From an optimization exercise on the open Yosys and OpenROAD flow, aimed at small area; shortcuts taken in it are not production practice. RTL that was checked went through simulation tests only; none was proved equivalent to the original. Power and IR drop assume default switching activity.

Setup of run 1:
==> module apb_mem_slave, before the edit <==
module apb_mem_slave #(
  parameter int ADDR_WIDTH  = 8,
  parameter int DATA_WIDTH  = 32,
  parameter int STRB_WIDTH  = DATA_WIDTH / 8,
  parameter int MEM_DEPTH   = 64,
  parameter int WAIT_STATES = 2
) (
  input  logic                  pclk,
  input  logic                  preset,
  input  logic [ADDR_WIDTH-1:0] paddr,
  input  logic                  psel,
  input  logic                  penable,
  input  logic                  pwrite,
  input  logic [DATA_WIDTH-1:0] pwdata,
  input  logic [STRB_WIDTH-1:0] pstrb,
  output logic [DATA_WIDTH-1:0] prdata,
  output logic                  pready,
  output logic                  pslverr
);
  localparam int NPORT = MEM_DEPTH / 4;
  logic       acc1, acc2;           
  logic [1:0] rlo;                  
  logic [3:0] rb;                   
  logic [5:0] rot;                  
  logic [1:0] clr_cnt;              
  logic       clearing;
  logic       in_rng;
  logic       wr_commit;
  logic       pend;                 
  logic       wr_act;
  logic [3:0] wi;                   
  logic [1:0] wlo;                  
  logic [DATA_WIDTH-1:0] wd;        
  logic [STRB_WIDTH-1:0] ws;        
  assign in_rng    = (paddr[7:6] == 2'b00);
  assign pslverr   = !in_rng;
  assign wr_commit = pready && psel && pwrite && in_rng;
  assign wr_act    = wr_commit || pend;
  assign clearing  = preset || (clr_cnt != 2'd0);
  logic [1:0] wph;
  logic       whit;
  assign rot  = {rb - 4'(rlo != 2'd0), rlo};
  assign wph  = wlo + rlo + 2'd1;
  assign whit = wr_act && (wph == 2'd0);
  always_ff @(posedge pclk) begin
    if (preset) begin
      acc1    <= 1'b0;
      acc2    <= 1'b0;
      pready  <= 1'b0;
      rlo     <= '0;
      rb      <= '0;
      clr_cnt <= 2'd3;
      pend    <= 1'b0;
    end else begin
      acc1    <= psel && !penable;
      acc2    <= acc1 && psel;
      pready  <= acc2 && psel;
      rlo     <= rlo + 2'd1;
      if (rlo == 2'd0) rb <= rb + 4'd1;
      if (clr_cnt != 2'd0) clr_cnt <= clr_cnt - 2'd1;
      pend    <= wr_act && !whit;
    end
  end
  always_ff @(posedge pclk) begin
    if (acc2) begin
      wi  <= 4'((paddr[5:0] + rot + 6'd5) >> 2);
      wlo <= paddr[1:0];
      wd <= pwdata;
      ws <= pstrb;
    end
  end
  logic [DATA_WIDTH-1:0] ring [MEM_DEPTH];
  for (genvar p = 0; p < MEM_DEPTH; p++) begin : g_pos
    if (p % 4 == 0) begin : g_port
      logic hit;
      assign hit = whit && (wi == 4'(p / 4));
      for (genvar b = 0; b < STRB_WIDTH; b++) begin : g_byte
        logic [7:0] q, d;
        logic       wen, shf;
        assign wen = !clearing && hit && ws[b];
        assign shf = !clearing && !(hit && ws[b]);
        for (genvar k = 0; k < 8; k++) begin : g_bit
          apb_mem_slave_ao22 u_sel (
            .a1(ring[(p + MEM_DEPTH - 1) % MEM_DEPTH][8*b + k]), .a2(shf),
            .b1(wd[8*b + k]), .b2(wen), .y(d[k])
          );
        end
        always_ff @(posedge pclk) q <= d;
        assign ring[p][8*b +: 8] = q;
      end
    end else begin : g_shift
      logic [DATA_WIDTH-1:0] q;
      always_ff @(posedge pclk) q <= ring[p - 1];
      assign ring[p] = q;
    end
  end
  logic             at_tap;
  logic [3:0]       ridx;
  logic [NPORT-1:0] rsel_n [STRB_WIDTH];
  logic             any_n, pen_n;
  logic [DATA_WIDTH-1:0] capn;
  assign at_tap = in_rng && (paddr[1:0] + rlo == 2'd0);
  assign ridx   = paddr[5:2] + rb;
  for (genvar b = 0; b < STRB_WIDTH; b++) begin : g_rdec
    apb_mem_slave_rdec u_rdec (.en(at_tap), .idx(ridx), .sel_n(rsel_n[b]));
  end
  assign any_n = !at_tap;
  assign pen_n = !penable;
  logic [DATA_WIDTH-1:0] cap_d;
  for (genvar k = 0; k < DATA_WIDTH; k++) begin : g_rd
    logic [7:0] t;
    logic [3:0] u;
    logic       v;
    for (genvar j = 0; j < 8; j++) begin : g_pair
      apb_mem_slave_oai22 u_pair (
        .a1(ring[8*j][k]), .a2(rsel_n[k / 8][2*j]), .b1(ring[8*j + 4][k]), .b2(rsel_n[k / 8][2*j + 1]),
        .y(t[j])
      );
    end
    for (genvar j = 0; j < 4; j++) begin : g_nor
      apb_mem_slave_nor2 u_nor (.a(t[2*j]), .b(t[2*j + 1]), .y(u[j]));
    end
    apb_mem_slave_nand4 u_or (.a(u), .y(v));
    apb_mem_slave_o21ai u_out (.a1(v), .a2(any_n), .b1(capn[k]), .y(prdata[k]));
    apb_mem_slave_o22a u_cap (.a1(v), .a2(any_n), .b1(capn[k]), .b2(pen_n), .y(cap_d[k]));
  end
  always_ff @(posedge pclk) capn <= cap_d;
endmodule
==> module apb_mem_slave_rdec, before the edit <==
module apb_mem_slave_rdec (
  input  logic        en,
  input  logic [3:0]  idx,
  output logic [15:0] sel_n
);
  always_comb begin
    for (int i = 0; i < 16; i++) sel_n[i] = !(en && (idx == 4'(i)));
  end
endmodule
export LEC_CHECK = 0
export CAP_MARGIN = 20
export CORE_MARGIN = 2
export CORE_UTILIZATION = 55
export GPL_TIMING_DRIVEN = 1
export SLEW_MARGIN = 20
export SYNTH_HIERARCHICAL = 1
export SYNTH_MINIMUM_KEEP_SIZE = 0
create_clock -name core_clock -period 5.0 [get_ports {pclk}]
standard.sh (not shown) runs the stock make flow with config.mk's settings and CLKGATE_MAP_FILE= SYNTH_SCRIPT=/design/flow/synth_recipe.tcl, a recipe that flattens the netlist after the stock synthesis.
==> flow/flow/run.sh <==
#!/bin/bash
set -euo pipefail
export CTS_ARGS="-sink_clustering_enable -repair_clock_nets -dont_use_dummy_load -buf_list sky130_fd_sc_hd__clkbuf_8 -root_buf sky130_fd_sc_hd__clkbuf_16 -sink_clustering_size 20 -sink_clustering_max_diameter 50"
export BUFFER_PORTS_ARGS="-buffer_cell sky130_fd_sc_hd__buf_2"
bash standard.sh finish > standard.log 2>&1
Run 1 | status: complete | timing, DRC, antenna: pass
#### Input delta (run 2 over run 1)
--- a/flow/design.v
+++ b/flow/design.v
@@ -93,28 +93,36 @@
       always_ff @(posedge pclk) q <= ring[p - 1];
       assign ring[p] = q;
     end
   end
-  logic             at_tap;
-  logic [3:0]       ridx;
-  logic [NPORT-1:0] rsel_n [STRB_WIDTH];
+  logic [5:0]       rpos;
+  logic [NPORT-1:0] rdec, rsel_now, rsel_nxt, rsel_r, rsel_n;
   logic             any_n, pen_n;
   logic [DATA_WIDTH-1:0] capn;
+  logic       at_tap;
+  logic [3:0] ridx;
   assign at_tap = in_rng && (paddr[1:0] + rlo == 2'd0);
   assign ridx   = paddr[5:2] + rb;
-  for (genvar b = 0; b < STRB_WIDTH; b++) begin : g_rdec
-    apb_mem_slave_rdec u_rdec (.en(at_tap), .idx(ridx), .sel_n(rsel_n[b]));
+  assign rpos   = paddr[5:0] + rot;
+  always_comb begin
+    for (int i = 0; i < NPORT; i++) begin
+      rdec[i]     = in_rng && (rpos[5:2] == 4'(i));
+      rsel_now[i] = at_tap && (ridx == 4'(i));
+      rsel_nxt[(i + 1) % NPORT] = rdec[i] && (rpos[1:0] == 2'd3);
+    end
   end
-  assign any_n = !at_tap;
-  assign pen_n = !penable;
+  always_ff @(posedge pclk) rsel_r <= rsel_nxt;
+  assign rsel_n = ~(penable ? rsel_r : rsel_now);
+  assign any_n  = &rsel_n;
+  assign pen_n  = !penable;
   logic [DATA_WIDTH-1:0] cap_d;
   for (genvar k = 0; k < DATA_WIDTH; k++) begin : g_rd
     logic [7:0] t;
     logic [3:0] u;
     logic       v;
     for (genvar j = 0; j < 8; j++) begin : g_pair
       apb_mem_slave_oai22 u_pair (
-        .a1(ring[8*j][k]), .a2(rsel_n[k / 8][2*j]), .b1(ring[8*j + 4][k]), .b2(rsel_n[k / 8][2*j + 1]),
+        .a1(ring[8*j][k]), .a2(rsel_n[2*j]), .b1(ring[8*j + 4][k]), .b2(rsel_n[2*j + 1]),
         .y(t[j])
       );
     end
     for (genvar j = 0; j < 4; j++) begin : g_nor
@@ -173,13 +181,4 @@
   output logic y
 );
   assign y = (a1 | a2) & (b1 | b2);
 endmodule
-module apb_mem_slave_rdec (
-  input  logic        en,
-  input  logic [3:0]  idx,
-  output logic [15:0] sel_n
-);
-  always_comb begin
-    for (int i = 0; i < 16; i++) sel_n[i] = !(en && (idx == 4'(i)));
-  end
-endmodule
## What came out
For run 2 and run 1, there was not a single run that failed to finish clean.
Run 2 — number of antenna violations at the first check in global routing 2 lower, run 1 as reference
Status: number of setup violations in the final report parity (run 1, run 2)
Per the comparison of run 2 with run 1, fraction of the mapped netlist area in compound gates grew by 0.23 points; sequential cell area increased by 0.75% relative to the old numbers; wire length on met3 saw little to no change; final net count moved down.
Re final critical-path setup slack: run 1 was lower than run 2.
Relative to run 1, the total CTS buffers of run 2 is higher by 1.
The RTL of run 1 was laid out without a check of its function.

* * *

The RTL this note starts from:
==> flow/design.v <==
module apb_mem_slave #(
  parameter int ADDR_WIDTH  = 8,
  parameter int DATA_WIDTH  = 32,
  parameter int STRB_WIDTH  = DATA_WIDTH / 8,
  parameter int MEM_DEPTH   = 64,
  parameter int WAIT_STATES = 2
) (
  input  logic                  pclk,
  input  logic                  preset,
  input  logic [ADDR_WIDTH-1:0] paddr,
  input  logic                  psel,
  input  logic                  penable,
  input  logic                  pwrite,
  input  logic [DATA_WIDTH-1:0] pwdata,
  input  logic [STRB_WIDTH-1:0] pstrb,
  output logic [DATA_WIDTH-1:0] prdata,
  output logic                  pready,
  output logic                  pslverr
);
  localparam int NRING = MEM_DEPTH / 4;
  logic       acc1, acc2;           
  logic [1:0] rot;                  
  logic [1:0] clr_cnt;              
  logic       clearing;
  logic       in_rng;
  logic       wr_commit;
  logic       pend;                 
  logic       wr_act;
  logic       whit;
  logic [3:0] wi;                   
  logic [1:0] wlo;                  
  logic [DATA_WIDTH-1:0] wd;        
  logic [STRB_WIDTH-1:0] ws;        
  assign in_rng    = (paddr[7:6] == 2'b00);
  assign pslverr   = !in_rng;
  assign wr_commit = pready && psel && pwrite && in_rng;
  assign wr_act    = wr_commit || pend;
  assign clearing  = preset || (clr_cnt != 2'd0);
  assign whit      = wr_act && (wlo + rot + 2'd1 == 2'd0);
  always_ff @(posedge pclk) begin
    if (preset) begin
      acc1    <= 1'b0;
      acc2    <= 1'b0;
      pready  <= 1'b0;
      rot     <= '0;
      clr_cnt <= 2'd3;
      pend    <= 1'b0;
    end else begin
      acc1    <= psel && !penable;
      acc2    <= acc1 && psel;
      pready  <= acc2 && psel;
      rot     <= rot + 2'd1;
      if (clr_cnt != 2'd0) clr_cnt <= clr_cnt - 2'd1;
      pend    <= wr_act && !whit;
    end
  end
  localparam int WREG = 6 + DATA_WIDTH + STRB_WIDTH;
  logic [WREG-1:0] wreg, wreg_in, wreg_d;
  logic            acc2_n;
  assign acc2_n  = !acc2;
  assign wreg_in = {paddr[5:0], pwdata, pstrb};
  for (genvar k = 0; k < WREG; k++) begin : g_wreg
    apb_mem_slave_ao22 u_ld (
      .a1(wreg[k]), .a2(acc2_n), .b1(wreg_in[k]), .b2(acc2), .y(wreg_d[k])
    );
  end
  always_ff @(posedge pclk) wreg <= wreg_d;
  assign {wi, wlo, wd, ws} = wreg;
  logic [DATA_WIDTH-1:0] tapq [NRING];    
  for (genvar g = 0; g < NRING; g++) begin : g_ring
    logic [DATA_WIDTH-1:0] q0, q1, q2, q3;
    logic hit;
    assign hit = whit && (wi == 4'(g));
    for (genvar b = 0; b < STRB_WIDTH; b++) begin : g_byte
      logic [7:0] d;
      logic       wen, shf;
      assign wen = !clearing && hit && ws[b];
      assign shf = !clearing && !(hit && ws[b]);
      for (genvar k = 0; k < 8; k++) begin : g_bit
        apb_mem_slave_ao22 u_sel (
          .a1(q3[8*b + k]), .a2(shf), .b1(wd[8*b + k]), .b2(wen), .y(d[k])
        );
      end
      always_ff @(posedge pclk) q0[8*b +: 8] <= d;
    end
    always_ff @(posedge pclk) begin
      q1 <= q0;
      q2 <= q1;
      q3 <= q2;
    end
    assign tapq[g] = q0;
  end
  logic             at_tap;
  logic [NRING-1:0] rsel_n;
  logic             any_n, keep;
  logic [DATA_WIDTH-1:0] capn, cap_d;
  assign at_tap = in_rng && (paddr[1:0] + rot == 2'd0);
  always_comb begin
    for (int i = 0; i < NRING; i++) begin
      rsel_n[i] = !(at_tap && (paddr[5:2] == 4'(i)));
    end
  end
  assign any_n = !at_tap;
  assign keep  = psel && !pready;
  for (genvar k = 0; k < DATA_WIDTH; k++) begin : g_rd
    logic [7:0] t;
    logic [3:0] u;
    logic       v;
    for (genvar j = 0; j < 8; j++) begin : g_pair
      apb_mem_slave_oai22 u_pair (
        .a1(tapq[2*j][k]), .a2(rsel_n[2*j]), .b1(tapq[2*j + 1][k]), .b2(rsel_n[2*j + 1]),
        .y(t[j])
      );
    end
    for (genvar j = 0; j < 4; j++) begin : g_nor
      apb_mem_slave_nor2 u_nor (.a(t[2*j]), .b(t[2*j + 1]), .y(u[j]));
    end
    apb_mem_slave_nand4 u_or (.a(u), .y(v));
    apb_mem_slave_o21ai u_out (.a1(v), .a2(any_n), .b1(capn[k]), .y(prdata[k]));
    apb_mem_slave_nand2 u_cap (.a(prdata[k]), .b(keep), .y(cap_d[k]));
  end
  always_ff @(posedge pclk) capn <= cap_d;
endmodule
module apb_mem_slave_ao22 (
  input  logic a1,
  input  logic a2,
  input  logic b1,
  input  logic b2,
  output logic y
);
  assign y = (a1 & a2) | (b1 & b2);
endmodule
module apb_mem_slave_oai22 (
  input  logic a1,
  input  logic a2,
  input  logic b1,
  input  logic b2,
  output logic y
);
  assign y = !((a1 | a2) & (b1 | b2));
endmodule
module apb_mem_slave_nor2 (
  input  logic a,
  input  logic b,
  output logic y
);
  assign y = !(a | b);
endmodule
module apb_mem_slave_nand4 (
  input  logic [3:0] a,
  output logic       y
);
  assign y = !(&a);
endmodule
module apb_mem_slave_o21ai (
  input  logic a1,
  input  logic a2,
  input  logic b1,
  output logic y
);
  assign y = !((a1 | a2) & b1);
endmodule
module apb_mem_slave_nand2 (
  input  logic a,
  input  logic b,
  output logic y
);
  assign y = !(a & b);
endmodule
export LEC_CHECK = 0
export CAP_MARGIN = 10
export CORE_MARGIN = 2
export CORE_UTILIZATION = 55
export GPL_TIMING_DRIVEN = 1
export SLEW_MARGIN = 10
export SYNTH_HIERARCHICAL = 1
export SYNTH_MINIMUM_KEEP_SIZE = 0
create_clock -name core_clock -period 5.0 [get_ports {pclk}]
==> flow/flow/run.sh <==
#!/bin/bash
set -euo pipefail
export CTS_ARGS="-sink_clustering_enable -repair_clock_nets -dont_use_dummy_load -buf_list sky130_fd_sc_hd__clkbuf_8 -root_buf sky130_fd_sc_hd__clkbuf_16 -sink_clustering_size 20 -sink_clustering_max_diameter 50"
export BUFFER_PORTS_ARGS="-buffer_cell sky130_fd_sc_hd__buf_1"
bash standard.sh finish > standard.log 2>&1
Rerun with:
--- a/flow/design.v
+++ b/flow/design.v
@@ -31,13 +31,13 @@
   logic [1:0] wlo;                  
   logic [DATA_WIDTH-1:0] wd;        
   logic [STRB_WIDTH-1:0] ws;        
   assign in_rng    = (paddr[7:6] == 2'b00);
-  assign pslverr   = !in_rng;
   assign wr_commit = pready && psel && pwrite && in_rng;
   assign wr_act    = wr_commit || pend;
   assign clearing  = preset || (clr_cnt != 2'd0);
   assign whit      = wr_act && (wlo + rot + 2'd1 == 2'd0);
+  always_ff @(posedge pclk) pslverr <= !in_rng;
   always_ff @(posedge pclk) begin
     if (preset) begin
       acc1    <= 1'b0;
       acc2    <= 1'b0;
Effect: The changed run went through all stages and came out clean. Sequential cell count is higher by 1. Total power hardly moves. Non-clock buffer count is higher by 14. Sequential power stays flat. Design area is higher by 0.33%. Count of clock-buffer cells in the layout is higher by 1. Die area hardly moves. Wire length is lower by 1.8%. Global-route usage is lower by 0.55 points. First-iteration DRC count is lower by 3.8%.

[separate check: timing with driven ports]
The flow's constraints put no driver on any port. The routed layouts listed below were extracted and timed again, unchanged, in two steps. Step 1 sets driving cells, clkbuf_16 on the clock port and buf_2 on the other inputs (assumed; they add their load-dependent delay and slew). Step 2 also shifts input and output timing later by t, the mid clock arrival at the registers, as if the neighbouring blocks saw the same clock. Slacks: ideal ports / drivers / drivers and shift; pairs: ideal ports / drivers.
| run | shift t [ns] | setup WS [ns] | hold slack, ns | worst setup path at the end | worst register clock-pin slew, ns |
|---|---|---|---|---|---|
| run 1 | 0.760 | 0.064 / 0.035 / 0.042 | 0.287 / 0.287 / 0.287 | input to output | 0.12 / 0.12 |
| run 2 | 0.783 | 0.156 / 0.118 / 0.131 | 0.291 / 0.291 / 0.291 | input to output | 0.12 / 0.12 |
| the first run of note 2 | 0.760 | 0.519 / 0.466 / 0.466 | 0.280 / 0.280 / 0.280 | input to output | 0.12 / 0.12 |
| the second run of note 2 | 0.764 | 0.175 / 0.079 / 0.079 | 0.269 / 0.269 / 0.269 | input to output | 0.12 / 0.12 |
After both steps every run listed still meets setup and hold. For the second run of note 2, which loses most, drivers alone change the setup slack by -0.096 ns; drivers and shift together by -0.096 ns.
